This is an optimization exercise on Yosys and OpenROAD, whose aim is small area, not a production implementation.
At most, simulation tests tie the RTL to the original design; equivalence was not proved.
Only the layout flow was run in runs 3 to 6; the RTL was not checked for function there.
Power and IR drop assume default switching activity.

===== flow/config.mk =====
export PLATFORM = sky130hd
export DESIGN_NAME = game_top
export DESIGN_NICKNAME = game_top
export VERILOG_FILES = /design/flow/design.v
export SDC_FILE = /design/flow/constraint.sdc
export NUM_CORES = 4
export LEC_CHECK = 0
export ABC_AREA = 0
export CAP_MARGIN = 20
export CORE_MARGIN = 2
export CORE_UTILIZATION = 65
export SLEW_MARGIN = 20

===== flow/constraint.sdc =====
create_clock -name core_clock -period 6.0 [get_ports {clk25M}]
set_input_delay 1.2000 -clock core_clock [delete_from_list [all_inputs] [get_ports {clk25M}]]
set_output_delay 1.2000 -clock core_clock [all_outputs]
set_load 0.01 [all_outputs]

===== flow/design.v =====
`timescale 1ns/1ps
module gt_add #(parameter int N = 8) (
    input  logic [N-1:0] a,
    input  logic [N-1:0] b,
    input  logic         ci,
    output logic [N-1:0] s
);
    logic [N:0] c;
    assign c[0] = ci;
    for (genvar i = 0; i < N; i++) begin : g_bit
        assign s[i]   = a[i] ^ b[i] ^ c[i];
        assign c[i+1] = (a[i] & b[i]) | (a[i] & c[i]) | (b[i] & c[i]);
    end
endmodule
module gt_seq (
    input  logic clk25M,
    input  logic reset,
    input  logic frame_tick,
    output logic busy,
    output logic b1,
    output logic b2,
    output logic b3
);
    logic [5:0] seq;
    assign busy = (seq != 6'b100010);
    assign b1 = (seq[3:0] == 4'b0000);
    assign b2 = !seq[5] && !seq[4] && !seq[2] && !seq[1];
    assign b3 = !seq[5] && !seq[3] && !seq[2] && !seq[0];
    always_ff @(posedge clk25M) begin
        if (reset)     seq <= 6'b100010;
        else if (busy) seq <= {seq[4:0], seq[5] ^ seq[4] ^ seq[2] ^ seq[1]};
        else           seq <= {4'b1000, !frame_tick, 1'b0};
    end
endmodule
module gt_hq (
    input  logic       b1, b2, dir_r,
    input  logic [3:0] speed,
    input  logic [8:0] lp,
    input  logic [9:0] scan_h,
    output logic [9:0] hq,
    output logic       hc
);
    always_comb begin
        if (b1) begin
            hq = dir_r ? {6'b000000, speed} : {6'b111111, ~speed};
            hc = !dir_r;
        end else if (b2) begin
            hq = ~{lp, 1'b0};
            hc = 1'b0;
        end else begin
            hq = ~scan_h;
            hc = 1'b0;
        end
    end
endmodule
module gt_vq (
    input  logic       b1, b2,
    input  logic [6:0] lm,
    input  logic [9:0] scan_v,
    output logic [6:0] vq,
    output logic       vc
);
    always_comb begin
        if (b1) begin
            vq = 7'd0;
            vc = 1'b1;
        end else if (b2) begin
            vq = ~{1'b0, lm[6:1]};
            vc = 1'b0;
        end else begin
            vq = ~scan_v[9:3];
            vc = 1'b0;
        end
    end
endmodule
module gt_cq (
    input  logic       b2, b3, go_left,
    input  logic [9:0] scan_h,
    output logic [8:0] cq,
    output logic       cc
);
    always_comb begin
        if (b2) begin
            cq = 9'd4;
            cc = 1'b0;
        end else if (b3) begin
            cq = {9{go_left}};
            cc = !go_left;
        end else begin
            cq = ~scan_h[9:1];
            cc = 1'b0;
        end
    end
endmodule
module gt_dec (
    input  logic [9:0]  hs,
    input  logic [6:0]  vs,
    input  logic        ext,
    input  logic [15:0] alive,
    output logic        inv_hit,
    output logic [1:0]  row,
    output logic [1:0]  col
);
    logic [9:0] dh;
    logic [6:0] dv;
    logic       in_col, in_row;
    assign dh = ~hs;
    assign dv = ~vs;
    assign in_col = (dh[9:7] == 3'd0) && !dh[4];
    assign col    = dh[6:5];
    always_comb begin
        in_row = 1'b1;
        case (dv)
            7'd0, 7'd1:   row = 2'd0;
            7'd6, 7'd7:   row = 2'd1;
            7'd12, 7'd13: row = 2'd2;
            7'd18, 7'd19: row = 2'd3;
            7'd127: begin row = 2'd0; in_row = ext; end
            7'd5:   begin row = 2'd1; in_row = ext; end
            7'd11:  begin row = 2'd2; in_row = ext; end
            7'd17:  begin row = 2'd3; in_row = ext; end
            default: begin row = 2'd0; in_row = 1'b0; end
        endcase
    end
    assign inv_hit = in_col && in_row && alive[{row, col}];
endmodule
module gt_wall (
    input  logic [15:0] alive,
    input  logic        dir_r,
    input  logic [9:0]  hs,
    input  logic [5:0]  yq,
    output logic        wall,
    output logic        floor_hit
);
    logic [3:0] col_alive, row_alive;
    logic [1:0] cdir;
    logic       any_alive;
    always_comb begin
        for (int c = 0; c < 4; c++)
            col_alive[c] = alive[c] | alive[4+c] | alive[8+c] | alive[12+c];
        for (int r = 0; r < 4; r++)
            row_alive[r] = |alive[4*r +: 4];
        any_alive = |col_alive;
        if (dir_r)
            cdir = col_alive[3] ? 2'd3 : col_alive[2] ? 2'd2 : col_alive[1] ? 2'd1 : 2'd0;
        else
            cdir = col_alive[0] ? 2'd0 : col_alive[1] ? 2'd1 : col_alive[2] ? 2'd2 : 2'd3;
        if (row_alive[3])      floor_hit = yq[5];
        else if (row_alive[2]) floor_hit = yq[5] && (yq[4:0] >= 5'd6);
        else if (row_alive[1]) floor_hit = yq[5] && (yq[4:0] >= 5'd12);
        else                   floor_hit = yq[5] && (yq[4:0] >= 5'd18);
    end
    assign wall = any_alive && hs[9] && (hs[8:7] == {2{!dir_r}})
               && (hs[6:5] == ~cdir) && hs[4] && (hs[3:0] != 4'd0);
endmodule
module gt_pix (
    input  logic [9:0] scan_h,
    input  logic [9:0] scan_v,
    input  logic [8:0] cs,
    input  logic [7:0] ls,
    input  logic [8:0] lp,
    input  logic       la,
    input  logic       inv_hit,
    input  logic [1:0] row,
    output logic [2:0] cls
);
    wire can_px = (scan_v[9:3] == 7'd55) && (cs[8:3] == 6'b111111);
    wire las_px = la && (scan_h[9:1] == lp) && !scan_h[0] && (ls[7:1] == 7'h7f);
    always_comb begin
        if (las_px)       cls = 3'b111;
        else if (can_px)  cls = 3'b110;
        else if (inv_hit) begin
            case (row)
                2'd0:    cls = 3'b101;
                2'd1:    cls = 3'b011;
                2'd2:    cls = 3'b010;
                default: cls = 3'b100;
            endcase
        end else          cls = 3'b000;
    end
endmodule
module game_top (
    input  logic              clk25M,
    input  logic              reset,
    input  logic              frame_tick,
    input  logic              btn_left,
    input  logic              btn_right,
    input  logic              btn_fire,
    input  logic [3:0]        speed,
    input  logic              scan_en,
    input  logic [9:0]        scan_h,
    input  logic [9:0]        scan_v,
    output logic              busy,
    output logic              pixel_en,
    output logic [11:0]       pixel_color
);
    logic        b1, b2, b3;
    logic [9:0]  fx;
    logic [5:0]  yq;
    logic [15:0] alive;
    logic        dir_r;
    logic [8:0]  cp;
    logic        la;
    logic [8:0]  lp;
    logic [6:0]  lm;
    gt_seq u_seq (.clk25M(clk25M), .reset(reset), .frame_tick(frame_tick),
                  .busy(busy), .b1(b1), .b2(b2), .b3(b3));
    logic [9:0] hq, hs;
    logic       hc;
    logic [6:0] vq, vs;
    logic       vc;
    logic [8:0] cq, cs;
    logic       cc;
    logic [7:0] ls;
    wire go_left  = btn_left && (cp != 9'd0);
    wire go_right = btn_right && (cp < 9'd312);
    gt_hq u_hq (.b1(b1), .b2(b2), .dir_r(dir_r), .speed(speed), .lp(lp), .scan_h(scan_h), .hq(hq), .hc(hc));
    gt_add #(10) u_ha (.a(fx), .b(hq), .ci(hc), .s(hs));
    gt_vq u_vq (.b1(b1), .b2(b2), .lm(lm), .scan_v(scan_v), .vq(vq), .vc(vc));
    gt_add #(7) u_va (.a({1'b0, yq}), .b(vq), .ci(vc), .s(vs));
    gt_cq u_cq (.b2(b2), .b3(b3), .go_left(go_left), .scan_h(scan_h), .cq(cq), .cc(cc));
    gt_add #(9) u_ca (.a(cp), .b(cq), .ci(cc), .s(cs));
    gt_add #(8) u_la (.a({1'b0, lm}), .b(b2 ? 8'hff : ~scan_v[9:2]), .ci(1'b0), .s(ls));
    logic       inv_hit, wall, floor_hit;
    logic [1:0] row, col;
    gt_dec u_dec (.hs(hs), .vs(vs), .ext(b2 && lm[0]), .alive(alive),
                  .inv_hit(inv_hit), .row(row), .col(col));
    gt_wall u_wall (.alive(alive), .dir_r(dir_r), .hs(hs), .yq(yq),
                    .wall(wall), .floor_hit(floor_hit));
    wire hit     = b2 && la && inv_hit;
    wire la_left = la && !hit;
    always_ff @(posedge clk25M) begin
        if (reset) begin
            fx    <= 10'd32;
            yq    <= 6'd4;
            dir_r <= 1'b1;
            cp    <= 9'd156;
            la    <= 1'b0;
        end else begin
            if (b1) begin
                if (wall) begin
                    dir_r <= !dir_r;
                    if (!floor_hit) yq <= vs[5:0];
                end else begin
                    fx <= hs;
                end
            end
            if (b2) la <= la_left ? !ls[7] : btn_fire;
            if (b3 && (go_left || go_right)) cp <= cs;
        end
    end
    always_ff @(posedge clk25M) begin
        for (int i = 0; i < 16; i++)
            alive[i] <= reset || (alive[i] && !(hit && {row, col} == 4'(i)));
    end
    always_ff @(posedge clk25M) begin
        if (b2) begin
            lm <= la_left ? ls[6:0] : 7'd108;
            if (!la_left) lp <= cs;
        end
    end
    logic [2:0] cls, cls_q1, cls_q2;
    logic [1:0] en_q;
    gt_pix u_pix (.scan_h(scan_h), .scan_v(scan_v), .cs(cs), .ls(ls), .lp(lp), .la(la),
                  .inv_hit(inv_hit), .row(row), .cls(cls));
    always_ff @(posedge clk25M) begin
        cls_q1 <= cls;
        cls_q2 <= cls_q1;
    end
    always_ff @(posedge clk25M) begin
        if (reset) en_q <= 2'b00;
        else       en_q <= {en_q[0], scan_en};
    end
    assign pixel_en = en_q[1];
    assign pixel_color = {{4{cls_q2[2]}},
                          cls_q2[1] | (cls_q2[2] & !cls_q2[0]),
                          {3{cls_q2[1]}},
                          {4{cls_q2[0]}}};
endmodule

===== flow/flow/run.sh =====
#!/bin/bash
# The standard layout with two changes: the smallest buffer on the ports,
# and a clock tree without dummy loads.
set -euo pipefail
bash standard.sh \
  "BUFFER_PORTS_ARGS=-buffer_cell sky130_fd_sc_hd__buf_1" \
  "CTS_ARGS=-sink_clustering_enable -repair_clock_nets -dont_use_dummy_load -buf_list sky130_fd_sc_hd__clkbuf_8" \
  finish > standard.log 2>&1

===== flow/standard.sh =====
#!/bin/bash
# synth_recipe.tcl (not shown) runs the flow's synth.tcl, then flattens the netlist and writes it again
# the make line also repeats each setting of config.mk as NAME=value (left out here)
make -C /OpenROAD-flow-scripts/flow DESIGN_CONFIG=/design/flow/config.mk WORK_HOME=/design/flow/orfs CLKGATE_MAP_FILE= SYNTH_SCRIPT=/design/flow/synth_recipe.tcl "${@:-finish}"

==> results of run 1 <==
[metrics by stage]
step | setup TNS, ns | instance area (um2)
5_1_grt | -0.00887 | 5560
3_3_place_gp | -3.56 | 5380
6_report | 0 | 5560
3_5_place_dp | -5.21 | 5380
4_1_cts | 0 | 5500
2_1_floorplan | 0 | 4990
[power groups by stage]
| stage | combinational [uW] | clock, uW | sequential [uW] |
|---|---|---|---|
| after floorplan | 1100 | 0 | 665 |
| after detailed placement | 1520 | 0 | 681 |
| after global routing | 1750 | 318 | 682 |
| after CTS | 1530 | 300 | 670 |
| final | 1580 | 294 | 672 |
| after global placement | 1480 | 0 | 678 |
[state kept, by name, summed over array words and instances, names as in the netlist]
register / flops
alive: 16
cls_q1: 3
cls_q2: 3
cp: 9
dir_r: 1
en_q: 2
fx: 10
la: 1
lm: 7
lp: 9
u_seq.seq: 6
yq: 6
[worst max-delay path by stage]
stage / startpoint / endpoint / slack [ns] / cells after the start
2_1_floorplan: u_seq.seq[4] / yq[4] / 0.004 / 25
3_3_place_gp: speed[0] / yq[4] / -0.19 / 19
3_5_place_dp: speed[0] / yq[4] / -0.28 / 19
4_1_cts: u_seq.seq[5] / yq[4] / 0.02 / 21
5_1_grt: u_seq.seq[4] / yq[2] / -0.009 / 23
6_report: speed[0] / la / 0.18 / 20
[worst reg2reg max path, cell delays in order, from the launching register on]
cell and delay [ns]:
dfxtp_1 0.30, inv_1 0.09, ha_1 0.16, or3b_4 0.42
inv_4 0.07, buf_4 0.14, nand2_1 0.06, a31oi_1 0.24
buf_4 0.17, fa_2 0.20, fa_1 0.18, inv_1 0.06
fa_2 0.36, fa_2 0.36, fa_2 0.37, fa_2 0.35
fa_1 0.53, buf_4 0.12, nand3_1 0.12, a31oi_1 0.18
o211ai_1 0.15, a221o_2 0.42, or4_1 0.54, nand3_1 0.09
[metal layers]
metal / up-vias / routed length (um)
met5: - / 0
met4: 0 / 247
met3: 21 / 617
met2: 126 / 5860
met1: 2048 / 5160
li1: 2075 / -
[layout make-up]
cell class              count  area share (%)
clock buffers               9            2.23
multi-input cells         403            54.5
flip-flops and latches     73            29.2
inverters                  47            3.22
repair buffers             83            8.62
well taps                  99            2.23
[cell usage after synthesis, types with 10 or more instances]
| library cell | count | area share (%) |
|---|---|---|
| inv_1 | 45 | 3.4 |
| nand2_1 | 59 | 4.5 |
| clkbuf_1 | 23 | 1.8 |
| edfxtp_1 | 16 | 9.8 |
| nor2_1 | 47 | 3.6 |
| nor3_1 | 10 | 1.0 |
| nand3_1 | 23 | 2.3 |
| dfxtp_1 | 57 | 23 |
| o21ai_0 | 12 | 1.2 |
| a21oi_1 | 40 | 4.1 |
| nor4_1 | 14 | 1.8 |
| xor2_1 | 17 | 3.0 |
| fa_1 | 29 | 12 |
[cells by family (layout without fill, tap and decap cells)]
kind of cell | Yosys count | in the layout | synth area share [%]
XOR/XNOR | 25 | 25 | 4.46
AO/OA/AOI/OAI | 120 | 120 | 16.4
flip-flops | 73 | 73 | 33.0
buffers and inverters | 82 | 139 | 6.93
adder cells (fa/ha/maj) | 36 | 36 | 13.6
AND/OR/NAND/NOR | 208 | 208 | 21.6
multiplexers | 14 | 14 | 3.98
[repair_timing]
action,4_1_cts,5_1_grt
hold endpoints to repair,0,0
resized for setup,0,13
endpoints found under the setup margin,0,37
==> results.json, run 1 <==
{
  "stdcell_count": 714,
  "dieWidth_um": 90.9,
  "max_stage_delay_ns": 0.54,
  "start_util_pct": 67.3,
  "grt-ovfl-total": 0,
  "cts_hold_buf": 0,
  "post-route-period-util_pct": 96.9,
  "hold_viol_final": 0,
  "wire_per_inst_um": 16.6,
  "dr_total_vias": 4270,
  "clkSlewWorstSetupHoldPaths_ns": 0.06,
  "final_common_cell": "nand2_1",
  "cp.arrival_ns": 6.09,
  "clock.fmax_mhz": 172,
  "cts.sinks": 73,
  "fin_nets": 684,
  "power.total_uw": 2550,
  "io_buffers": 42,
  "clock_power_share_pct": 11.6,
  "power.density_mw_per_mm2": 458,
  "grt_max_degree": 49,
  "nFillCells": 588,
  "dp_hpwl_um": 9200,
  "setup-violations-final": 0,
  "drc": 0,
  "p_leak_uw": 0.00218,
  "async_flop_share_pct": 0,
  "skew_ns": 0.0170,
  "critPathRequiredTime_ns": 6.27,
  "synth.avg_cell_area_um2": 8.80,
  "synth_ff_type": "dfxtp_1",
  "swShare_pct": 44.9,
  "area_delta_synth_final_pct": 13.3,
  "gr-usage-met1_pct": 40.1,
  "dr.first_iter.drc_count": 324,
  "clkLatencyLatePin_ns": 0.35,
  "status": "finished clean",
  "period_needed_ns": 5.82,
  "drv_slew": 0,
  "die_h_um": 90.9,
  "use_met2_pct": 52.2,
  "coreArea_mm2": 0.00729,
  "switching_power_uw": 1140,
  "finish.utilization_pct": 76.2,
  "r2r_cells": 23,
  "syn_nets": 625,
  "synth-edff-count": 16,
  "cts_tree": "built",
  "path_max_fanout": 6,
  "seqCellArea_mm2": 0.00162,
  "row_count": 31,
  "reg2reg_slack_ns": 0.25,
  "routed_wirelength_um": 11900,
  "cp_slowest_cell": "or4_1",
  "busiest_layer": "met2",
  "maxCapViolations": 0,
  "cts_root_buf": "clkbuf_8",
  "worstHoldStart": "cls_q1[0]",
  "ir_worst_vdd_mv": 0.327,
  "r2r-end": "la",
  "hp-class": "flop to flop",
  "gp_congestion": 0.924,
  "grt_pass1_wl_um": 20200,
  "post-cts-setup-buffers": 0,
  "cts_buffers": 9,
  "synth_seq_cells": 73,
  "boundaryPins": 45,
  "hold_path_depth": 0,
  "antenna_found_initial": 0,
  "layout_common_cells": "nand2_1, dfxtp_1, nor2_1, inv_1, buf_1",
  "crit_top_cell": "fa_2",
  "synth_area_mm2": 0.00491,
  "postRouteAntennaNets": 0,
  "crit_path_start_kind": "input pin",
  "cp-end-kind": "flop",
  "holdPathEnd": "cls_q2[0]",
  "multiInputGateArea_mm2": 0.00303,
  "ys_types": 64,
  "p_int_uw": 1400,
  "dpl_worst_slack_ns": -0.277,
  "drive_gt1_share_pct": 14.6,
  "holdWs_ns": 0.327,
  "met3_usage_pct": 5.51,
  "critPathBufInv": 3,
  "die-area_mm2": 0.00826,
  "antenna_cells": 0,
  "reg2reg_from": "u_seq.seq[4]",
  "clock_path_buffers": 2,
  "syn_inst": 558,
  "viasPerCell": 5.98,
  "yosysWarnings": 8,
  "path_class": "input pin to flop",
  "layout_setup_ws_ns": 0.184,
  "grt_pass1_vias": 4179,
  "track_usage_pct": 30.7,
  "worst_pin_slew_ns": 0.685,
  "firstDrtPassIters": 4,
  "yosysSeqAreaShare_pct": 33.0,
  "place_inst": 705,
  "crit_chain": "buf_1 > xnor2_1 > o21ai_2 > fa_2 > fa_2 > fa_2 > fa_1 > inv_1 > fa_2 > fa_2 > fa_2 > fa_2 > fa_1 > buf_4 > nand3_1 > a31oi_1 > o211ai_1 > a221o_2 > or4_1 > nand3_1",
  "path_delay_family": "adder cells",
  "power.combinational.fraction_pct": 62.1,
  "cts_htree_levels": 3,
  "max_slew_margin_pct": 54.2,
  "seqPwrFrac_pct": 26.4
}
==> inputs of run 2 (changes only) <==
--- a/flow/config.mk
+++ b/flow/config.mk
@@ -6,5 +6,5 @@
 export NUM_CORES = 4
 export LEC_CHECK = 0
-export ABC_AREA = 0
+export ABC_AREA = 1
 export CAP_MARGIN = 20
 export CORE_MARGIN = 2
==> run 2 against run 1 <==
Still clean. Fmax grew 1.9%. First-iteration DRC count down 2.5%. Non-clock buffer count shrank 24. Combinational power down 12%. Largest cell class unchanged. Largest power group unchanged.
==> results.json, run 2 <==
{
  "status": "finished clean",
  "crit_top_cell": "fa_1",
  "synth_area_mm2": 0.00465,
  "cp-end-kind": "flop",
  "synth_seq_cells": 73,
  "path_class": "input pin to flop",
  "row_count": 30,
  "grt_pass1_vias": 3978,
  "post-route-period-util_pct": 95.2,
  "firstDrtPassIters": 5,
  "clock.fmax_mhz": 175,
  "crit_path_start_kind": "input pin",
  "ys_types": 47,
  "synthTopCellsByArea": "dfxtp_1, fa_1, edfxtp_1, nand2_1, inv_1",
  "drc": 0,
  "period_needed_ns": 5.71,
  "boundaryPins": 45,
  "cts.sinks": 73,
  "drv_slew": 0,
  "antenna_cells": 0,
  "wire_per_inst_um": 14.7,
  "dieWidth_um": 88.6,
  "syn_nets": 662,
  "dr.first_iter.drc_count": 316,
  "area_delta_synth_final_pct": 9.57,
  "p_leak_uw": 0.00224,
  "power.density_mw_per_mm2": 462,
  "skew_ns": 0.0165,
  "cp_slowest_cell": "fa_1",
  "max_slew_margin_pct": 53.6,
  "syn_inst": 595,
  "fin_nets": 712,
  "async_flop_share_pct": 0,
  "yosysTopAreaCell": "dfxtp_1",
  "rsz0062_at_grt": "no",
  "synth.most_common_cell": "nand2_1",
  "final_common_cell": "nand2_1",
  "clkSlewWorstSetupHoldPaths_ns": 0.06,
  "die_h_um": 88.6,
  "gp_congestion": 0.970,
  "cp.arrival_ns": 5.75,
  "synth_ff_type": "dfxtp_1",
  "cts_buffers": 9,
  "holdWs_ns": 0.328,
  "dp_hpwl_um": 8190,
  "drive_gt1_share_pct": 9.33,
  "cts_tree": "built",
  "routed_wirelength_um": 10800,
  "grt-ovfl-total": 0,
  "clock_path_buffers": 2,
  "layout_common_cells": "nand2_1, inv_1, dfxtp_1, nor2_1, o21ai_0",
  "dr_total_vias": 4158,
  "largest_reg_flops": 16,
  "critPathRequiredTime_ns": 6.04,
  "clkLatencyLatePin_ns": 0.34,
  "die-area_mm2": 0.00785,
  "io_buffers": 42,
  "hold_viol_final": 0,
  "yosysWarnings": 8,
  "path_delay_family": "adder cells",
  "hp-class": "flop to flop",
  "viasPerCell": 5.63,
  "max_stage_delay_ns": 0.44,
  "postRouteAntennaNets": 0,
  "cts_root_buf": "clkbuf_8",
  "yosysTopAreaCellShare_pct": 24.5,
  "yosysSeqAreaShare_pct": 34.8,
  "track_usage_pct": 29.1,
  "cts_htree_levels": 3,
  "start_util_pct": 67.8,
  "tns_ns": 0,
  "grt_max_degree": 37,
  "critPathBufInv": 4,
  "regMostFlops": "alive",
  "grt_pass1_wl_um": 17600,
  "reg_top3": "alive (16), fx (10)",
  "synth.cells.most_frequent": "nand2_1, inv_1, dfxtp_1, nor2_1, o21ai_0",
  "crit_chain": "buf_1 > nand3_1 > o211ai_1 > fa_1 > fa_1 > fa_1 > fa_1 > inv_1 > fa_1 > fa_1 > fa_1 > fa_1 > fa_1 > xnor2_2 > xor2_2 > nand4_1 > a21oi_2 > nand3_4 > nand2_4 > inv_1 > nor2_2 > buf_12",
  "coreArea_mm2": 0.00687,
  "synth.avg_cell_area_um2": 7.82,
  "synth-edff-count": 16,
  "reg2reg_slack_ns": 0.35,
  "worst_pin_slew_ns": 0.695,
  "setup-violations-final": 0,
  "maxCapViolations": 0,
  "ir_worst_vdd_mv": 0.250,
  "path_max_fanout": 9,
  "cts_hold_buf": 0,
  "antenna_found_initial": 0
}
[run 2: changes by cell type after synthesis, moves of 9 or more]
| cell | change |
|---|---|
| nand2_1 | +62 |
| inv_1 | +43 |
| o21ai_0 | +32 |
| a21oi_1 | -15 |
| clkbuf_1 | -14 |
| xor2_1 | -12 |
| o22ai_1 | +11 |
| nor2_1 | +10 |
| and3_1 | -9 |
| nor4_1 | -9 |
| or4_1 | -9 |
[run 2: path summary, 6_finish.rpt]
path / cells after the start / startpoint / end
max: 22 / scan_h[0] / lp[3]
min: 0 / cls_q1[1] / cls_q2[1]
max reg2reg: 24 / u_seq.seq[0] / lp[3]
min reg2reg: 0 / cls_q1[1] / cls_q2[1]
[run 2: kinds of logic (layout without fill, tap and decap cells)]
| logic type | after synthesis | count (layout) | synth area share [%] |
|---|---|---|---|
| AOI/OAI and AO/OA | 116 | 116 | 14.7 |
| DFF | 73 | 73 | 34.8 |
| and+or+nand+nor | 244 | 245 | 23.5 |
| adders and majority gates | 36 | 36 | 14.4 |
| xor gates and xnor gates | 11 | 11 | 2.23 |
| buffers and inverters | 115 | 162 | 10.4 |
[run 2: cell type report]
class | count | area (um2)
Clock buffer | 9 | 124
Sequential cell | 73 | 1620
Fill cell | 570 | 1770
Multi-Input combinational cell | 408 | 2570
Tap cell | 96 | 120
Inverter | 94 | 354
Timing Repair Buffer | 59 | 310
[run 2: report_power, final]
part           leakage [uW]  switching, uW  internal [uW]
Sequential         0.000603           63.4            616
Combinational       0.00158            903            484
Clock             0.0000647            156            134
[run 2: through the flow]
| stage | area [um2] | setup slack, ns | power, uW | util [%] | std cells |
|---|---|---|---|---|---|
| 5_1_grt | 5100 | 0.00685 | 2550 | 74.2 | 739 |
| 3_5_place_dp | 4930 | -0.117 | 2020 | 71.7 | 725 |
| 4_1_cts | 5050 | 0.175 | 2310 | 73.5 | 734 |
| 2_1_floorplan | 4660 | 0.114 | 1670 | - | 595 |
| 6_report | 5100 | 0.290 | 2360 | 74.2 | 739 |
| 3_3_place_gp | 4930 | -0.00205 | 1970 | 71.7 | 725 |
[run 2: layer usage]
layer	track usage, %	vias to the layer above	part of all wire, %
met3	4.48	25	5.7
met4	11.2	0	2.8
met1	37.2	1939	42
li1	-	2027	-
met5	0	-	0
met2	49.7	167	50
[run 2: timing repair]
| item | in CTS | in global routing |
|---|---|---|
| setup endpoints to repair | 0 | 33 |
| resized for setup | 0 | 2 |
| setup buffers | 0 | 4 |
[run 2: worst reg2reg max path: stages, from the launching register on]
cell and delay, ns:
dfxtp_1 0.30, inv_1 0.22, nand3_4 0.19, clkinv_2 0.11, nand2_4 0.09, o211ai_1 0.25
fa_1 0.24, fa_1 0.21, fa_1 0.21, fa_1 0.18, inv_1 0.06, fa_1 0.43
fa_1 0.44, fa_1 0.42, fa_1 0.39, fa_1 0.42, xnor2_2 0.19, xor2_2 0.17
nand4_1 0.15, a21oi_2 0.21, nand3_4 0.10, nand2_4 0.07, inv_1 0.05, nor2_2 0.13
buf_12 0.14
==> inputs of run 3 (changes only) <==
--- a/flow/design.v
+++ b/flow/design.v
@@ -260,20 +260,16 @@
         end
     end
-    logic [2:0] cls, cls_q1, cls_q2;
-    logic [1:0] en_q;
+    localparam logic [2:0] NONE = 3'b001;
+    logic [2:0] cls, px_q1, px_q2;
     gt_pix u_pix (.scan_h(scan_h), .scan_v(scan_v), .cs(cs), .ls(ls), .lp(lp), .la(la),
                   .inv_hit(inv_hit), .row(row), .cls(cls));
     always_ff @(posedge clk25M) begin
-        cls_q1 <= cls;
-        cls_q2 <= cls_q1;
-    end
-    always_ff @(posedge clk25M) begin
-        if (reset) en_q <= 2'b00;
-        else       en_q <= {en_q[0], scan_en};
-    end
-    assign pixel_en = en_q[1];
-    assign pixel_color = {{4{cls_q2[2]}},
-                          cls_q2[1] | (cls_q2[2] & !cls_q2[0]),
-                          {3{cls_q2[1]}},
-                          {4{cls_q2[0]}}};
-endmodule
+        px_q1 <= (reset || !scan_en) ? NONE : cls;
+        px_q2 <= reset ? NONE : px_q1;
+    end
+    assign pixel_en = (px_q2 != NONE);
+    assign pixel_color = {{4{px_q2[2]}},
+                          px_q2[1] | (px_q2[2] & !px_q2[0]),
+                          {3{px_q2[1]}},
+                          {4{px_q2[0]}}};
+endmodule
==> run 3 against run 2 <==
Final cell count shrank 0.27%. Clock skew grew 0.0055 ns. Sequential share of layout area shrank 0.67 points. Fmax is essentially flat. Critical path type unchanged. Largest cell class unchanged. Highest routed layer unchanged.
==> results.json, run 3 <==
{
  "status": "finished clean",
  "start_util_pct": 67.8,
  "reg2reg_slack_ns": 0.43,
  "routed_wirelength_um": 10800,
  "path_class": "input pin to flop",
  "io_buffers": 42,
  "async_flop_share_pct": 0,
  "fin_area_mm2": 0.00508,
  "synth.cells.most_frequent": "nand2_1, inv_1, dfxtp_1",
  "reg_top3": "alive (16), fx (10)",
  "hold_viol_final": 0,
  "cp_slowest_cell": "fa_1",
  "synth_seq_cells": 71,
  "period_needed_ns": 5.71,
  "synth_top_family_by_area": "simple AND/OR/NAND/NOR gates",
  "r2r-end": "lp[3]",
  "wire_per_inst_um": 14.6,
  "synthTopCellsByArea": "dfxtp_1, fa_1, edfxtp_1, nand2_1, inv_1",
  "cp-end-kind": "flop",
  "worst_pin_slew_ns": 0.652,
  "yosysWarnings": 8,
  "clkSlewWorstSetupHoldPaths_ns": 0.08,
  "cp.arrival_ns": 5.74,
  "clock.fmax_mhz": 175,
  "cts_htree_levels": 3,
  "clkLatencyLatePin_ns": 0.34,
  "hold_path_depth": 2,
  "fin_nets": 710,
  "layout_common_cells": "nand2_1, inv_1, dfxtp_1, nor2_1, o21ai_0",
  "synth-edff-count": 16,
  "antenna_found_initial": 0,
  "cts_root_buf": "clkbuf_8",
  "track_usage_pct": 29.0,
  "synth-compound-area-share_pct": 15.2,
  "path_max_fanout": 9,
  "crit_top_cell": "fa_1",
  "grt-ovfl-total": 0,
  "crit_chain": "buf_1 > nand3_1 > o211ai_1 > fa_1 > fa_1 > fa_1 > fa_1 > inv_1 > fa_1 > fa_1 > fa_1 > fa_1 > fa_1 > xnor2_1 > xor2_2 > nand2_1 > a21oi_2 > nand3_4 > nand2_2 > inv_2 > nor2_1 > buf_4",
  "coreArea_mm2": 0.00687,
  "critPathRequiredTime_ns": 6.03,
  "max_slew_margin_pct": 56.5,
  "synth_mux_area_share_pct": 0,
  "area_delta_synth_final_pct": 9.17,
  "syn_nets": 660,
  "antenna_cells": 0,
  "yosysTopAreaCellShare_pct": 23.7,
  "synthAdderAreaFrac_pct": 14.4,
  "skew_ns": 0.0220,
  "die-area_mm2": 0.00785,
  "crit_path_start_kind": "input pin",
  "power.density_mw_per_mm2": 468,
  "r2r_cells": 24,
  "dp_hpwl_um": 8550,
  "maxCapViolations": 0,
  "critPathBufInv": 4,
  "cts.sinks": 71,
  "yosysSeqAreaShare_pct": 34.0,
  "grt_max_degree": 39,
  "placed_area_mm2": 0.00493,
  "yosys.area_share.simple_pct": 22.9,
  "worstHoldStart": "px_q1[2]",
  "synth_area_mm2": 0.00465,
  "rsz0062_at_grt": "no",
  "synth.most_common_cell": "nand2_1",
  "synth-xor-area-share_pct": 2.98,
  "hp-class": "flop to flop",
  "path_delay_family": "adder cells",
  "yosysTopAreaCell": "dfxtp_1",
  "cts_tree": "built",
  "post-route-period-util_pct": 95.1,
  "max_stage_delay_ns": 0.44,
  "cts_resized": 0,
  "p_leak_uw": 0.00224,
  "postRouteAntennaNets": 0,
  "post-cts-setup-buffers": 0,
  "synth_ff_type": "dfxtp_1",
  "final_common_cell": "nand2_1",
  "drive_gt1_share_pct": 11.2,
  "largest_reg_flops": 16,
  "dieWidth_um": 88.6,
  "viasPerCell": 5.47,
  "synth.avg_cell_area_um2": 7.85,
  "ir_worst_vdd_mv": 0.289,
  "cts_hold_buf": 0,
  "row_count": 30,
  "drc": 0,
  "reg2reg_from": "u_seq.seq[2]",
  "firstDrtPassIters": 5,
  "grt_pass1_wl_um": 17500,
  "cts_buffers": 9,
  "die_h_um": 88.6,
  "power.total_uw": 2380,
  "gp_congestion": 0.920,
  "syn_inst": 593,
  "grt_pass1_vias": 4020,
  "boundaryPins": 45,
  "ys_types": 46,
  "clock_path_buffers": 2,
  "drv_slew": 0,
  "dr_total_vias": 4032,
  "dr.first_iter.drc_count": 185,
  "regMostFlops": "alive",
  "setup-violations-final": 0,
  "holdPathEnd": "px_q2[2]"
}
==> run 3: changes by cell type in the layout (fill, tap and decap cells not counted), sizes merged, moves of 3 or more <==
cell   change
xor2       +3
nand2      -3
nor2       -7
o31ai      -3
a21oi      +5
==> run 3: kinds of logic (layout without fill, tap and decap cells) <==
kind of cell / after synthesis / count (layout)
simple gates: 237 / 237
compound gates: 117 / 117
buf+inv: 117 / 165
flops: 71 / 71
fa+ha+maj: 36 / 36
xor+xnor: 15 / 15
==> run 3: cell type report <==
cell class | count | area (um2)
clock buffer | 9 | 124
fill | 556 | 1790
inverter | 95 | 360
multi-input combinational | 405 | 2590
sequential | 71 | 1580
tap | 96 | 120
timing repair buffer | 60 | 297
timing repair inverter | 1 | 7.51
==> run 3: metal layers <==
layer	vias to the layer above	GRT usage, %	share of wire (%)	wire length [um]
met2	105	52.5	52	5600
li1	2012	-	-	-
met5	-	0	0	0
met1	1893	35.0	41	4420
met4	0	10.6	2.1	227
met3	22	3.92	4.8	515
==> run 3: how the worst max path moves through the flow <==
stage / cells after the start / slack, ns / from / end
after global routing: 22 / 0.02 / scan_h[0] / lp[3]
after detailed placement: 22 / -0.08 / scan_h[0] / fx[0]
after CTS: 22 / 0.29 / scan_h[0] / fx[0]
final: 22 / 0.29 / scan_h[0] / lp[3]
after global placement: 22 / 0.0005 / scan_h[0] / lp[2]
after floorplan: 19 / 0.01 / speed[0] / lp[0]
==> run 3: where the power goes <==
part | internal (uW) | leakage, uW | switching, uW
registers | 603 | 0.000587 | 59.1
logic | 506 | 0.00159 | 920
clock network | 134 | 0.0000647 | 159
total | 1240 | 0.00224 | 1140
==> run 3: per-stage QoR <==
step	TNS, ns	util (%)	cells	setup WS (ns)	hold WS (ns)
6_report	0	74.0	737	0.291	0.392
5_1_grt	0	74.0	737	0.0240	0.417
2_1_floorplan	0	-	593	0.0103	0.388
4_1_cts	0	73.6	736	0.289	0.395
3_5_place_dp	-0.692	71.8	727	-0.0801	0.397
3_3_place_gp	0	71.8	727	0.000499	0.391
==> run 3: tightest hold or removal path, cell delays in order, from the launching register on <==
cell	delay, ns
dfxtp_1	0.30
inv_1	0.04
nor2_1	0.03
==> inputs of run 4 (changes only) <==
==> flow/flow/run.sh (replaced) <==
#!/bin/bash
# The standard layout with three changes: an area-oriented ABC script for
# the combinational logic (registers are mapped before ABC, so they are the
# standard synthesis's), the smallest buffer on the ports, and a clock tree
# without dummy loads.
set -euo pipefail
rm -rf scripts_abc
cp -r "$FLOW_HOME/scripts" scripts_abc
cp flow/abc_area.script scripts_abc/abc_area.script
bash standard.sh \
  "SCRIPTS_DIR=$PWD/scripts_abc" \
  "BUFFER_PORTS_ARGS=-buffer_cell sky130_fd_sc_hd__buf_1" \
  "CTS_ARGS=-sink_clustering_enable -repair_clock_nets -dont_use_dummy_load -buf_list sky130_fd_sc_hd__clkbuf_8" \
  finish > standard.log 2>&1
==> flow/flow/abc_area.script (new file) <==
strash
&get -n
&st
&syn2
&dch -f
&nf -R 1000
&put
strash
&get -n
&st
&dch -f
&nf -R 1000
&put
topo
dnsize -c
==> run 4 against run 3 <==
Power is 1.5% higher. Register-to-register slack worse by 0.15 ns. Die area is 8.0% lower. Sequential share of layout area hardly changed. Largest cell class unchanged. Critical path type unchanged.
==> results.json, run 4 <==
{
  "hp-class": "flop to flop",
  "cts.sinks": 71,
  "grt_max_degree": 52,
  "clock_power_share_pct": 12.1,
  "clkLatencyLatePin_ns": 0.35,
  "synth.most_common_cell": "nand2_1",
  "dieWidth_um": 85.0,
  "period_needed_ns": 5.77,
  "p_int_uw": 1370,
  "path_class": "input pin to flop",
  "area_delta_synth_final_pct": 19.2,
  "grt_pass1_vias": 3600,
  "setup-violations-final": 0,
  "wire_per_inst_um": 16.2,
  "gr-usage-met1_pct": 37.2,
  "critPathBufInv": 3,
  "holdWs_ns": 0.417,
  "grt_pass1_wl_um": 16500,
  "ir_worst_vdd_mv": 0.400,
  "cts_buffers": 9,
  "post-route-period-util_pct": 96.2,
  "nFillCells": 430,
  "use_met2_pct": 49.9,
  "max_slew_margin_pct": 55.2,
  "synthTopCellsByArea": "dfxtp_1, fa_1, edfxtp_1, nand2_1, nor2_1",
  "drive_gt1_share_pct": 16.5,
  "dp_hpwl_um": 7830,
  "path_max_fanout": 15,
  "crit_path_start_kind": "input pin",
  "largest_reg_flops": 16,
  "synth_seq_cells": 71,
  "maxCapViolations": 0,
  "start_util_pct": 67.2,
  "row_count": 29,
  "synth_ff_type": "dfxtp_1",
  "postRouteAntennaNets": 0,
  "gp_congestion": 0.905,
  "seqPwrFrac_pct": 27.1,
  "syn_inst": 478,
  "reg_top3": "alive (16), fx (10)",
  "synth-edff-count": 16,
  "track_usage_pct": 29.4,
  "drc": 0,
  "clock.fmax_mhz": 173,
  "status": "finished clean",
  "fin_nets": 634,
  "die_h_um": 85.0,
  "coreArea_mm2": 0.00635,
  "cp-end-kind": "flop",
  "critPathRequiredTime_ns": 6.21,
  "met3_usage_pct": 5.16,
  "die-area_mm2": 0.00723,
  "power.combinational.fraction_pct": 60.8,
  "synth.avg_cell_area_um2": 8.93,
  "yosysTopAreaCell": "dfxtp_1",
  "layout_common_cells": "dfxtp_1, nand2_1, nor2_1, clkinv_1",
  "power.density_mw_per_mm2": 475,
  "path_delay_family": "adder cells",
  "hold_viol_final": 0,
  "yosysSeqAreaShare_pct": 37.1,
  "boundaryPins": 45,
  "syn_nets": 545,
  "dr_total_vias": 3813,
  "clkSlewWorstSetupHoldPaths_ns": 0.07,
  "final_common_cell": "dfxtp_1",
  "clock_path_buffers": 2,
  "skew_ns": 0.0181,
  "ys_types": 42,
  "antenna_cells": 0,
  "crit_top_cell": "fa_2",
  "cts_tree": "built",
  "busiest_layer": "met2",
  "regMostFlops": "alive",
  "viasPerCell": 5.94,
  "routed_wirelength_um": 10400,
  "switching_power_uw": 1050,
  "async_flop_share_pct": 0,
  "tns_ns": 0,
  "layout_setup_ws_ns": 0.227,
  "power.total_uw": 2410,
  "cp_slowest_cell": "nor2_2",
  "cp.arrival_ns": 5.99,
  "dpl_worst_slack_ns": -0.442,
  "antenna_found_initial": 0,
  "yosysWarnings": 8,
  "grt-ovfl-total": 0,
  "dr.first_iter.drc_count": 212,
  "yosysTopAreaCellShare_pct": 25.8,
  "cts_htree_levels": 3,
  "swShare_pct": 43.4,
  "firstDrtPassIters": 5,
  "drv_slew": 0,
  "crit_chain": "buf_1 > nand3_1 > o21ai_2 > fa_2 > fa_2 > fa_2 > fa_1 > inv_2 > fa_2 > fa_2 > fa_2 > fa_2 > fa_2 > nand2_1 > nor2_1 > o2111ai_1 > nor2_2 > buf_4 > nor2_2 > mux2i_1 > nor2_1",
  "max_stage_delay_ns": 0.51,
  "synth.cells.most_frequent": "nand2_1, dfxtp_1, nor2_1",
  "synth_area_mm2": 0.00427,
  "worst_pin_slew_ns": 0.671,
  "io_buffers": 42,
  "p_leak_uw": 0.00185,
  "cts_root_buf": "clkbuf_8"
}
-- run 4: changes by cell type after synthesis, moves of 11 or more --
| cell | before | now |
|---|---|---|
| o21ai_2 | 11 | 0 |
| inv_1 | 90 | 0 |
| o21ai_0 | 44 | 16 |
| a21o_1 | 0 | 23 |
| clkinv_1 | 0 | 48 |
| nand3_1 | 26 | 13 |
| nand2_1 | 121 | 58 |
-- run 4: layout make-up --
| cell class | count | area (um2) | area share [%] |
|---|---|---|---|
| clock buffer | 9 | 124 | 2.44 |
| tap | 77 | 96.3 | 1.89 |
| inverter | 48 | 184 | 3.62 |
| sequential | 71 | 1580 | 31.1 |
| multi-input combinational | 352 | 2610 | 51.3 |
| timing repair buffer | 85 | 489 | 9.62 |
-- run 4: path summary, 6_finish.rpt --
| path | startpoint | endpoint | slack [ns] | cells past startpoint |
|---|---|---|---|---|
| max | scan_h[0] | fx[6] | 0.23 | 21 |
| min | px_q1[0] | px_q2[0] | 0.42 | 1 |
| max reg2reg | u_seq.seq[2] | fx[6] | 0.28 | 23 |
| min reg2reg | px_q1[0] | px_q2[0] | 0.42 | 1 |
-- run 4: worst register-to-register path: stages, from the launching register on --
cell       delay, ns
dfxtp_1         0.34
nor3_1          0.24
nand2b_1        0.08
buf_4           0.19
nand3_1         0.19
o21ai_2         0.10
fa_2            0.40
fa_2            0.37
fa_2            0.37
fa_1            0.42
inv_2           0.08
fa_2            0.21
fa_2            0.21
fa_2            0.20
fa_2            0.19
fa_2            0.46
nand2_1         0.19
nor2_1          0.07
o2111ai_1       0.20
nor2_2          0.07
buf_4           0.13
nor2_2          0.51
mux2i_1         0.29
nor2_1          0.06
-- run 4: what timing repair did --
action,4_1_cts,5_1_grt
resized for setup,3,29
setup endpoints to repair,12,49
cloned,0,1
pin swaps,0,20
hold buffers,0,0
setup buffers,0,7
-- run 4: power groups by stage --
| stage | combinational, uW | clock [uW] | sequential (uW) |
|---|---|---|---|
| CTS | 1320 | 297 | 652 |
| floorplan | 890 | 0 | 649 |
| global placement | 1270 | 0 | 659 |
| global route | 1610 | 315 | 660 |
| finish | 1470 | 292 | 654 |
| detailed placement | 1310 | 0 | 662 |
-- run 4: stage by stage --
stage / cell area [um2] / instances / util [%]
3_3_place_gp: 4790 / 625 / 75.4
4_1_cts: 4920 / 634 / 77.5
6_report: 5080 / 642 / 80.1
2_1_floorplan: 4320 / 478 / -
5_1_grt: 5080 / 642 / 80.1
3_5_place_dp: 4790 / 625 / 75.4
-- run 4: cells by family after synthesis --
group / share of synthesized area [%]
buffers and inverters: 5.63
xor gates and xnor gates: 3.49
AOI/OAI and AO/OA: 17.1
and+or+nand+nor: 19.4
DFF: 37.1
adders and majority gates: 15.7
muxes: 1.64
-- run 4: routing by layer --
metal / wire, um / part of all wire [%] / vias to the layer above
met5: 0 / 0 / -
met4: 250 / 2.4 / 0
met2: 5200 / 50 / 163
li1: - / - / 1841
met3: 605 / 5.8 / 21
met1: 4340 / 42 / 1788
==> inputs of run 5 (changes only) <==
==> flow/flow/abc_area.script (replaced) <==
&get -n
&st
&dch -f
&nf -R 1000
&put
topo
dnsize -c
==> run 5 against run 4 <==
Clock skew fell by 0.0010 ns. Core utilization grew 4.6 points. Die area is 0.31% higher. Still clean on timing, DRC and antenna. Combinational power up 21%. Hold slack gained 0.022 ns. Clock power grew 2%. Power rose by 14%. Synthesized cell count down 1.7%. Final cell count up 1.7%. Critical path type is now flop to flop. Critical endpoint is now la. Highest routed layer unchanged. Routed wire length rose by 15%. Fmax shrank 2.5%.
==> results.json, run 5 <==
{
  "path_delay_family": "simple AND/OR/NAND/NOR gates",
  "dp_hpwl_um": 8190,
  "hp-class": "flop to flop",
  "routed_wirelength_um": 12000,
  "grt_pass1_vias": 3896,
  "grt_pass1_wl_um": 18500,
  "cts_root_buf": "clkbuf_8",
  "tns_ns": 0,
  "yosysTopAreaCellShare_pct": 25.7,
  "stdcell_count": 653,
  "final_common_cell": "buf_4",
  "yosys.area_share.simple_pct": 20.4,
  "clock_path_buffers": 2,
  "drive_gt1_share_pct": 22.4,
  "synth_seq_cells": 71,
  "synth-compound-area-share_pct": 16.7,
  "placed_area_mm2": 0.00492,
  "status": "finished clean",
  "async_flop_share_pct": 0,
  "largest_reg_flops": 16,
  "cp-end-kind": "flop",
  "coreArea_mm2": 0.00635,
  "clkSlewWorstSetupHoldPaths_ns": 0.07,
  "critPathRequiredTime_ns": 6.21,
  "cts_buffers": 9,
  "reg_top3": "alive (16), fx (10)",
  "track_usage_pct": 32.6,
  "post-route-period-util_pct": 98.7,
  "drv_slew": 0,
  "dpl_worst_slack_ns": -0.561,
  "synth-xor-area-share_pct": 3.68,
  "p_int_uw": 1510,
  "max_stage_delay_ns": 0.43,
  "synth_mux_area_share_pct": 1.67,
  "syn_inst": 470,
  "cts.sinks": 71,
  "setup-violations-final": 0,
  "antenna_cells": 0,
  "die-area_mm2": 0.00725,
  "place_inst": 627,
  "dieWidth_um": 85.2,
  "p_leak_uw": 0.00195,
  "layout_common_cells": "buf_4, dfxtp_1, nand2_1, buf_1, nor2_1",
  "cp.arrival_ns": 6.13,
  "synth_ff_type": "dfxtp_1",
  "ir_worst_vdd_mv": 0.334,
  "power.density_mw_per_mm2": 511,
  "fin_area_mm2": 0.00538,
  "max_slew_margin_pct": 33.7,
  "worst_pin_slew_ns": 0.994,
  "yosysWarnings": 8,
  "antenna_found_initial": 0,
  "syn_nets": 537,
  "postRouteAntennaNets": 0,
  "period_needed_ns": 5.92,
  "synth.most_common_cell": "dfxtp_1",
  "area_delta_synth_final_pct": 25.7,
  "maxCapViolations": 0,
  "drc": 0,
  "layout_setup_ws_ns": 0.0756,
  "swShare_pct": 45.2,
  "hold_viol_final": 0,
  "row_count": 29,
  "viasPerCell": 6.25,
  "firstDrtPassIters": 6,
  "synth.cells.most_frequent": "dfxtp_1, nand2_1, clkinv_1, nor2_1, fa_1",
  "wire_per_inst_um": 18.4,
  "crit_path_start_kind": "flop",
  "synth.avg_cell_area_um2": 9.11,
  "die_h_um": 85.2,
  "rsz0062_at_grt": "yes",
  "critPathBufInv": 3,
  "cp_slowest_cell": "or3b_4",
  "boundaryPins": 45,
  "synth_area_mm2": 0.00428,
  "clock_power_share_pct": 10.9,
  "switching_power_uw": 1240,
  "io_buffers": 42,
  "path_class": "flop to flop",
  "dr.first_iter.drc_count": 382,
  "synthTopCellsByArea": "dfxtp_1, fa_1, edfxtp_1, nand2_1, clkinv_1",
  "grt-ovfl-total": 0,
  "synthAdderAreaFrac_pct": 15.6,
  "yosysTopAreaCell": "dfxtp_1",
  "regMostFlops": "alive",
  "clkLatencyLatePin_ns": 0.35,
  "seqPwrFrac_pct": 24.3,
  "fin_nets": 645,
  "nFillCells": 364,
  "cts_hold_buf": 0,
  "cts_htree_levels": 3,
  "skew_ns": 0.0171,
  "synth-edff-count": 16,
  "synth_top_family_by_area": "simple AND/OR/NAND/NOR gates",
  "ys_types": 46,
  "grt_max_degree": 40,
  "start_util_pct": 67.4,
  "gp_congestion": 0.936,
  "power.combinational.fraction_pct": 64.8,
  "yosysSeqAreaShare_pct": 36.9,
  "path_max_fanout": 5,
  "dr_total_vias": 4081,
  "crit_top_cell": "fa_2",
  "clock.fmax_mhz": 169,
  "cts_tree": "built"
}
## run 5: changes by cell type after synthesis, sizes merged, moves of 5 or more
cell / previous run / this run
nand2: 58 / 48
nor2: 49 / 41
clkinv: 48 / 41
nand3: 13 / 19
a21oi: 31 / 26
nor4: 8 / 13
o21ai: 16 / 21
## run 5: kinds of logic after synthesis
family                   Yosys count
AND/OR/NAND/NOR                  178
AO/OA/AOI/OAI                    111
flip-flops                        71
buffers and inverters             49
adder cells (fa/ha/maj)           36
XOR/XNOR                          18
multiplexers                       7
## run 5: what timing repair did
action / 4_1_cts / 5_1_grt
resized for setup: 7 / 41
gates cloned: 2 / 1
hold endpoints to repair: 0 / 0
setup buffers: 1 / 13
pin swaps: 5 / 23
endpoints found under the setup margin: 45 / 50
## run 5: worst paths after layout
kind / slack (ns) / end / depth (start not counted) / from
max: 0.08 / la / 26 / u_seq.seq[5]
min: 0.44 / px_q2[1] / 1 / px_q1[1]
max reg2reg: 0.08 / la / 26 / u_seq.seq[5]
min reg2reg: 0.44 / px_q2[1] / 1 / px_q1[1]
## run 5: stage by stage
stage / total power [uW] / hold WS (ns) / util, %
after detailed placement: 2180 / 0.418 / 77.4
after global placement: 2130 / 0.393 / 77.4
after global routing: 2930 / 0.466 / 84.7
after CTS: 2500 / 0.435 / 80.2
final: 2750 / 0.439 / 84.7
after floorplan: 1670 / 0.391 / -
## run 5: power groups by stage
stage                     sequential, uW  clock, uW  combinational, uW
after floorplan                      656          0               1010
after global placement               664          0               1460
after detailed placement             667          0               1510
after CTS                            658        300               1550
after global routing                 674        322               1930
final                                667        299               1780
## run 5: final cells by class
class                      count  area (um2)  area share [%]
inverter                      41         163            3.02
clock buffer                   9         124            2.30
tap                           77        96.3            1.79
multi-input combinational    352        2750            51.2
sequential                    71        1590            29.5
timing repair buffer         103         659            12.3
## run 5: metal layers
metal,vias to the layer above,track usage (%),part of all wire (%)
li1,1876,-,-
met1,1948,38.7,38
met2,198,57.5,51
met3,59,6.42,6.9
met4,0,13.7,4.1
met5,-,0,0
==> inputs of run 6 (changes only) <==
==> flow/flow/abc_area.script (replaced) <==
&get -n
&st
&syn2
&dch -f
&nf -R 1000
&put
strash
&get -n
&st
&dch -f
&nf -R 1000
&put
topo
stime -c
buffer -c
upsize -c
dnsize -c
==> run 6 against run 5 <==
Design area is 5.2% lower. Hold slack lost 0.046 ns. Sequential cell count did not move. Sequential share of layout area rose by 1.5 points.
==> results.json, run 6 <==
{
  "clkSlewWorstSetupHoldPaths_ns": 0.08,
  "gp_congestion": 0.959,
  "yosys.area_share.simple_pct": 20.7,
  "crit_path_start_kind": "input pin",
  "synth.avg_cell_area_um2": 8.98,
  "syn_inst": 498,
  "grt_max_degree": 52,
  "routed_wirelength_um": 10400,
  "path_max_fanout": 10,
  "antenna_found_initial": 0,
  "startpoint": "speed[0]",
  "syn_nets": 565,
  "setup-violations-final": 0,
  "synth-xor-area-share_pct": 3.50,
  "layout_setup_ws_ns": 0.217,
  "cts_root_buf": "clkbuf_8",
  "nFillCells": 495,
  "synth-edff-count": 16,
  "synth.most_common_cell": "nand2_1",
  "dpl_worst_slack_ns": -0.400,
  "worstHoldStart": "px_q1[0]",
  "synth.cells.most_frequent": "nand2_1, dfxtp_1, inv_1",
  "grt-ovfl-total": 0,
  "die_h_um": 86.9,
  "antenna_cells": 0,
  "cts_buffers": 9,
  "row_count": 30,
  "holdPathEnd": "px_q2[0]",
  "p_leak_uw": 0.00200,
  "yosysTopAreaCell": "dfxtp_1",
  "ir_worst_vdd_mv": 0.370,
  "synthTopCellsByArea": "dfxtp_1, fa_1, edfxtp_1, nand2_1, a21o_1",
  "track_usage_pct": 29.3,
  "place_inst": 626,
  "clock_path_buffers": 2,
  "reg_top3": "alive (16), fx (10)",
  "area_delta_synth_final_pct": 14.1,
  "cp.arrival_ns": 5.84,
  "cp-end-kind": "flop",
  "reg2reg_from": "u_seq.seq[5]",
  "drive_gt1_share_pct": 16.5,
  "r2r-end": "lp[6]",
  "fin_nets": 628,
  "viasPerCell": 5.91,
  "die-area_mm2": 0.00756,
  "power.density_mw_per_mm2": 473,
  "max_slew_margin_pct": 26.6,
  "drc": 0,
  "cts_tree": "built",
  "hold_path_depth": 1,
  "io_buffers": 42,
  "critPathRequiredTime_ns": 6.05,
  "wire_per_inst_um": 16.3,
  "layout_common_cells": "nand2_1, dfxtp_1, inv_1, buf_1, nor2_1",
  "path_class": "input pin to flop",
  "synthAdderAreaFrac_pct": 14.9,
  "hold_viol_final": 0,
  "stdcell_count": 639,
  "status": "finished clean",
  "grt_pass1_wl_um": 16900,
  "tns_ns": 0,
  "maxCapViolations": 0,
  "clock.fmax_mhz": 173,
  "ys_types": 58,
  "cts.sinks": 71,
  "synth_seq_cells": 71,
  "dr_total_vias": 3775,
  "hp-class": "flop to flop",
  "firstDrtPassIters": 5,
  "dr.first_iter.drc_count": 239,
  "synth_mux_area_share_pct": 1.57,
  "drv_slew": 0,
  "power.total_uw": 2410,
  "start_util_pct": 66.5,
  "yosysTopAreaCellShare_pct": 24.6,
  "post-route-period-util_pct": 96.4,
  "synth_top_family_by_area": "simple AND/OR/NAND/NOR gates",
  "synth-compound-area-share_pct": 16.7,
  "largest_reg_flops": 16,
  "regMostFlops": "alive",
  "async_flop_share_pct": 0,
  "dp_hpwl_um": 7940,
  "yosysSeqAreaShare_pct": 35.4,
  "worst_pin_slew_ns": 1.10,
  "synth_area_mm2": 0.00447,
  "synth_ff_type": "dfxtp_1",
  "dieWidth_um": 86.9,
  "skew_ns": 0.0264,
  "coreArea_mm2": 0.00672,
  "yosysWarnings": 8,
  "cts_hold_buf": 0,
  "r2r_cells": 28,
  "boundaryPins": 45,
  "reg2reg_slack_ns": 0.35,
  "period_needed_ns": 5.78,
  "cts_htree_levels": 3,
  "grt_pass1_vias": 3681,
  "postRouteAntennaNets": 0,
  "clkLatencyLatePin_ns": 0.36
}
==> run 6: changes by cell type in the layout (fill, tap and decap cells not counted), moves of 5 or more <==
| cell | previous run | this run |
|---|---|---|
| inv_1 | 0 | 46 |
| clkinv_1 | 33 | 0 |
| buf_4 | 56 | 34 |
| nand2_1 | 45 | 55 |
| o21ai_0 | 21 | 14 |
| nand3_1 | 19 | 13 |
| a21oi_1 | 24 | 29 |
| and2_0 | 5 | 0 |
| fa_1 | 14 | 19 |
| fa_2 | 15 | 10 |
| nor3_1 | 5 | 10 |
| or2_2 | 0 | 5 |
==> run 6: worst max path at each step <==
| stage | end | slack (ns) | cells after the start |
|---|---|---|---|
| 2_1_floorplan | lp[0] | 0.02 | 25 |
| 3_3_place_gp | fx[8] | -0.30 | 20 |
| 3_5_place_dp | fx[6] | -0.40 | 20 |
| 4_1_cts | lp[6] | 0.04 | 22 |
| 5_1_grt | yq[0] | -0.01 | 22 |
| 6_report | lp[6] | 0.22 | 22 |
==> run 6: worst max-delay path, cell delays in order <==
cell and delay [ns]:
buf_1 0.10, xnor2_2 0.14, o21ai_2 0.20, fa_2 0.24, fa_2 0.21, fa_1 0.19, fa_1 0.17, inv_1 0.05
fa_2 0.37, fa_2 0.37, fa_1 0.42, fa_2 0.35, fa_1 0.41, xor2_1 0.16, xnor2_1 0.20, nand2_1 0.14
and4bb_1 0.33, nand4_4 0.15, nand2_4 0.10, inv_2 0.05, nor2_4 0.13, buf_12 0.14
==> run 6: layout make-up <==
| class | instances | area, um2 | area share, % |
|---|---|---|---|
| inverters | 48 | 180 | 3.53 |
| clock buffers | 9 | 124 | 2.43 |
| multi-input cells | 351 | 2630 | 51.5 |
| repair buffers | 80 | 485 | 9.52 |
| flip-flops and latches | 71 | 1580 | 31.0 |
| well taps | 80 | 100 | 1.96 |
==> run 6: metrics by stage <==
stage / utilization (%) / instance area [um2] / hold WS, ns
after floorplan: - / 4490 / 0.389
after global placement: 73.0 / 4900 / 0.403
after detailed placement: 73.0 / 4900 / 0.402
after CTS: 74.9 / 5030 / 0.395
after global routing: 75.9 / 5100 / 0.431
final: 75.9 / 5100 / 0.393
==> run 6: where the power goes <==
group,total (uW),switching [uW],internal [uW]
combinational,1460,802,661
clock,294,160,134
sequential,657,62.4,595
total,2410,1020,1390
==> run 6: logic make-up after synthesis <==
| logic type | Yosys count |
|---|---|
| AO/OA/AOI/OAI | 113 |
| flip-flops | 71 |
| adder cells (fa/ha/maj) | 36 |
| XOR/XNOR | 17 |
| buffers and inverters | 76 |
| multiplexers | 7 |
| AND/OR/NAND/NOR | 178 |
==> run 6: routing by layer <==
layer / part of all wire, % / global-route usage [%]
met5: 0 / 0
met4: 3.4 / 13.9
met3: 4.8 / 5.40
met2: 50 / 50.8
met1: 42 / 35.1
==> run 6: what timing repair did <==
| item | CTS | global route |
|---|---|---|
| pin swaps | 0 | 6 |
| gates resized for setup | 1 | 12 |
| setup endpoints to repair | 4 | 47 |
| setup buffers | 0 | 4 |
==> inputs of run 7 (changes only) <==
--- a/flow/design.v
+++ b/flow/design.v
@@ -20,5 +20,6 @@
     output logic b1,
     output logic b2,
-    output logic b3
+    output logic b3,
+    output logic b4
 );
     logic [5:0] seq;
@@ -27,4 +28,5 @@
     assign b2 = !seq[5] && !seq[4] && !seq[2] && !seq[1];
     assign b3 = !seq[5] && !seq[3] && !seq[2] && !seq[0];
+    assign b4 = !seq[5] && !seq[4] && !seq[3] && seq[2] && seq[0];
     always_ff @(posedge clk25M) begin
         if (reset)     seq <= 6'b100010;
@@ -75,5 +77,5 @@
 endmodule
 module gt_cq (
-    input  logic       b2, b3, go_left,
+    input  logic       b3, b4, go_left,
     input  logic [9:0] scan_h,
     output logic [8:0] cq,
@@ -81,8 +83,8 @@
 );
     always_comb begin
-        if (b2) begin
+        if (b3) begin
             cq = 9'd4;
             cc = 1'b0;
-        end else if (b3) begin
+        end else if (b4) begin
             cq = {9{go_left}};
             cc = !go_left;
@@ -195,5 +197,5 @@
     output logic [11:0]       pixel_color
 );
-    logic        b1, b2, b3;
+    logic        b1, b2, b3, b4;
     logic [9:0]  fx;
     logic [5:0]  yq;
@@ -205,5 +207,5 @@
     logic [6:0]  lm;
     gt_seq u_seq (.clk25M(clk25M), .reset(reset), .frame_tick(frame_tick),
-                  .busy(busy), .b1(b1), .b2(b2), .b3(b3));
+                  .busy(busy), .b1(b1), .b2(b2), .b3(b3), .b4(b4));
     logic [9:0] hq, hs;
     logic       hc;
@@ -219,7 +221,7 @@
     gt_vq u_vq (.b1(b1), .b2(b2), .lm(lm), .scan_v(scan_v), .vq(vq), .vc(vc));
     gt_add #(7) u_va (.a({1'b0, yq}), .b(vq), .ci(vc), .s(vs));
-    gt_cq u_cq (.b2(b2), .b3(b3), .go_left(go_left), .scan_h(scan_h), .cq(cq), .cc(cc));
+    gt_cq u_cq (.b3(b3), .b4(b4), .go_left(go_left), .scan_h(scan_h), .cq(cq), .cc(cc));
     gt_add #(9) u_ca (.a(cp), .b(cq), .ci(cc), .s(cs));
-    gt_add #(8) u_la (.a({1'b0, lm}), .b(b2 ? 8'hff : ~scan_v[9:2]), .ci(1'b0), .s(ls));
+    gt_add #(8) u_la (.a({1'b0, lm}), .b(b3 ? 8'hff : ~scan_v[9:2]), .ci(1'b0), .s(ls));
     logic       inv_hit, wall, floor_hit;
     logic [1:0] row, col;
@@ -229,5 +231,9 @@
                     .wall(wall), .floor_hit(floor_hit));
     wire hit     = b2 && la && inv_hit;
-    wire la_left = la && !hit;
+    logic hit_q;
+    wire la_left = la && !hit_q;
+    always_ff @(posedge clk25M) begin
+        if (b2) hit_q <= hit;
+    end
     always_ff @(posedge clk25M) begin
         if (reset) begin
@@ -246,6 +252,6 @@
                 end
             end
-            if (b2) la <= la_left ? !ls[7] : btn_fire;
-            if (b3 && (go_left || go_right)) cp <= cs;
+            if (b3) la <= la_left ? !ls[7] : btn_fire;
+            if (b4 && (go_left || go_right)) cp <= cs;
         end
     end
@@ -255,5 +261,5 @@
     end
     always_ff @(posedge clk25M) begin
-        if (b2) begin
+        if (b3) begin
             lm <= la_left ? ls[6:0] : 7'd108;
             if (!la_left) lp <= cs;
==> flow/flow/abc_area.script (replaced) <==
&get -n
&st
&syn2
&dch -f
&nf -R 1000
&put
strash
&get -n
&st
&dch -f
&nf -R 1000
&put
topo
stime -c
upsize -c
dnsize -c
==> run 7 against run 6 <==
Final cell count down 1.7%. Die area decreased by 1.8%. Largest cell class unchanged. Clock power is essentially flat. Sequential cell count increased by 1. Hold slack gained 0.050 ns. Sequential power hardly changed. Sequential share of layout area increased by 1.7 points. Register-to-register slack gained 0.10 ns. Global-route usage shrank 0.66 points.
==> results.json, run 7 <==
{
  "power.total_uw": 2130,
  "antenna_cells": 0,
  "syn_nets": 554,
  "grt-ovfl-total": 0,
  "yosysWarnings": 8,
  "routed_wirelength_um": 10000,
  "skew_ns": 0.0177,
  "path_class": "input pin to flop",
  "fin_nets": 620,
  "cts_root_buf": "clkbuf_8",
  "power.density_mw_per_mm2": 431,
  "synth_seq_cells": 72,
  "post-route-period-util_pct": 96.0,
  "synth-edff-count": 17,
  "yosysTopAreaCellShare_pct": 25.1,
  "clkLatencyLatePin_ns": 0.35,
  "cp_slowest_cell": "fa_1",
  "synth.cells.most_frequent": "nand2_1, dfxtp_1, nor2_1",
  "layout_common_cells": "nand2_1, dfxtp_1, nor2_1, buf_1, clkinv_1",
  "rsz0062_at_grt": "yes",
  "cp-end-kind": "flop",
  "clock.fmax_mhz": 174,
  "hp-class": "flop to flop",
  "area_delta_synth_final_pct": 12.6,
  "path_delay_family": "adder cells",
  "io_buffers": 42,
  "largest_reg_flops": 16,
  "status": "finished clean",
  "clkSlewWorstSetupHoldPaths_ns": 0.07,
  "yosysSeqAreaShare_pct": 36.7,
  "synth.most_common_cell": "nand2_1",
  "antenna_found_initial": 0,
  "crit_chain": "buf_1 > xnor2_1 > o21ai_1 > fa_2 > fa_2 > fa_2 > fa_1 > clkinv_1 > fa_2 > fa_2 > fa_1 > fa_1 > fa_1 > a211o_1 > nand2_1 > o211ai_1 > nor3_4 > nand2_2 > a21oi_2 > buf_6 > mux2i_1 > nor2_1",
  "finish.utilization_pct": 76.9,
  "cp.arrival_ns": 5.97,
  "maxCapViolations": 0,
  "syn_inst": 487,
  "postRouteAntennaNets": 0,
  "critPathRequiredTime_ns": 6.21,
  "max_slew_margin_pct": 43.5,
  "firstDrtPassIters": 5,
  "synth_area_mm2": 0.00439,
  "grt_max_degree": 52,
  "die_h_um": 86.2,
  "critPathBufInv": 3,
  "track_usage_pct": 28.7,
  "final_common_cell": "nand2_1",
  "dp_hpwl_um": 7410,
  "start_util_pct": 68.3,
  "clock_path_buffers": 2,
  "hold_viol_final": 0,
  "worst_pin_slew_ns": 0.844,
  "synth_ff_type": "dfxtp_1",
  "max_stage_delay_ns": 0.51,
  "cts_buffers": 9,
  "async_flop_share_pct": 0,
  "period_needed_ns": 5.76,
  "regMostFlops": "alive",
  "die-area_mm2": 0.00742,
  "setup-violations-final": 0,
  "yosysTopAreaCell": "dfxtp_1",
  "wire_per_inst_um": 16.0,
  "cts_hold_buf": 0,
  "reg_top3": "alive (16), fx (10)",
  "drv_slew": 0,
  "synthTopCellsByArea": "dfxtp_1, fa_1, edfxtp_1, nand2_1, nor2_1",
  "grt_pass1_vias": 3459,
  "row_count": 29,
  "crit_top_cell": "fa_2",
  "cts_htree_levels": 3,
  "drc": 0,
  "path_max_fanout": 9,
  "crit_path_start_kind": "input pin",
  "gp_congestion": 0.908,
  "grt_pass1_wl_um": 16400,
  "ys_types": 51,
  "p_leak_uw": 0.00177,
  "dieWidth_um": 86.2,
  "dr_total_vias": 3699,
  "ir_worst_vdd_mv": 0.241,
  "boundaryPins": 45,
  "cts_tree": "built",
  "dr.first_iter.drc_count": 198,
  "viasPerCell": 5.89,
  "synth.avg_cell_area_um2": 9.01,
  "cts.sinks": 72,
  "coreArea_mm2": 0.00642,
  "drive_gt1_share_pct": 12.2
}
## run 7: report_power, final
group	switching [uW]	internal, uW	leakage (uW)	total (uW)
sequential	60.1	593	0.000597	654
clock	159	134	0.0000647	293
combinational	720	460	0.00111	1180
total	939	1190	0.00177	2130
## run 7: logic make-up after synthesis
family          after synthesis  synth area share (%)
flops                        72                  36.7
fa+ha+maj                    36                  15.2
xor+xnor                     19                  3.79
buf+inv                      49                  5.16
simple gates                194                  21.9
mux                           8                  1.83
compound gates              109                  15.4
## run 7: timing repair
item / 4_1_cts / 5_1_grt
endpoints found under the setup margin: 4 / 34
setup buffers: 0 / 7
gates resized for setup: 1 / 24
pin swaps: 0 / 8
## run 7: final cells by class
type | count | area [um2]
clock buffer | 9 | 124
fill | 482 | 1480
inverter | 41 | 166
multi-input combinational | 366 | 2610
sequential | 72 | 1620
tap | 77 | 96.3
timing repair buffer | 63 | 325
## run 7: worst reg2reg max path: stages, from the launching register on
cell	delay, ns
dfxtp_4	0.37
nor3_4	0.27
nand2b_4	0.15
nor2_1	0.15
clkinv_1	0.20
fa_2	0.42
fa_2	0.38
fa_2	0.37
fa_1	0.40
clkinv_1	0.07
fa_2	0.21
fa_2	0.21
fa_1	0.18
fa_1	0.19
fa_1	0.46
a211o_1	0.29
nand2_1	0.08
o211ai_1	0.12
nor3_4	0.25
nand2_2	0.10
a21oi_2	0.13
buf_6	0.16
mux2i_1	0.21
nor2_1	0.06
## run 7: layer usage
metal	wire [um]	up-vias	track usage [%]
li1	-	1799	-
met1	4610	1743	41.8
met2	4660	144	43.3
met3	633	13	5.87
met4	132	0	8.66
met5	0	-	0
## run 7: per-stage QoR
step	area (um2)	setup WS (ns)	setup TNS [ns]	instances	hold WS, ns
finish	4940	0.240	0	628	0.443
global route	4940	-0.0597	-0.137	628	0.473
CTS	4810	0.0117	0	621	0.440
detailed placement	4690	-0.384	-6.44	612	0.429
global placement	4690	-0.309	-3.87	612	0.428
floorplan	4390	0.132	0	487	0.391
## run 7: worst paths after layout
kind / startpoint / endpoint / slack [ns] / cells after the start
max reg2reg: u_seq.seq[2] / yq[1] / 0.45 / 23
min reg2reg: px_q1[0] / px_q2[0] / 0.44 / 1
max: speed[0] / yq[1] / 0.24 / 22
min: px_q1[0] / px_q2[0] / 0.44 / 1

-- re-timing with driven ports --
No port has a modelled driver above. Below, the same layouts with a new extraction and two added sets of constraints.
Step 1: set_driving_cell puts a clkbuf_16 on clk25M and a buf_2 on each other input, an assumption about the parent block.
Step 2 times the ports against the registers' clock, not the clock port: input delays grow and output delays shrink by t, the midpoint of the rising clock arrivals with the driver on.
Three values: ideal ports, drivers, drivers and shift; two values: the first two.
| run | t (ns) | setup slack, ns | worst setup path after step 2 | pins driven straight from the clock port |
|---|---|---|---|---|
| run 1 | 0.370 | 0.184 / 0.194 / -0.177 | input to register | 1 |
| run 2 | 0.363 | 0.290 / 0.291 / -0.072 | input to register | 1 |
| run 3 | 0.361 | 0.291 / 0.295 / -0.066 | input to register | 1 |
| run 4 | 0.374 | 0.227 / 0.238 / -0.136 | input to register | 1 |
| run 5 | 0.367 | 0.076 / 0.076 / -0.260 | input to register | 1 |
| run 6 | 0.377 | 0.217 / 0.215 / -0.162 | input to register | 1 |
| run 7 | 0.368 | 0.240 / 0.250 / -0.118 | input to register | 1 |
Met with ideal ports but missed after step 2: setup timing in every run listed. For run 6, which loses most, drivers alone change the setup slack by -0.002 ns; drivers and shift together by -0.379 ns.
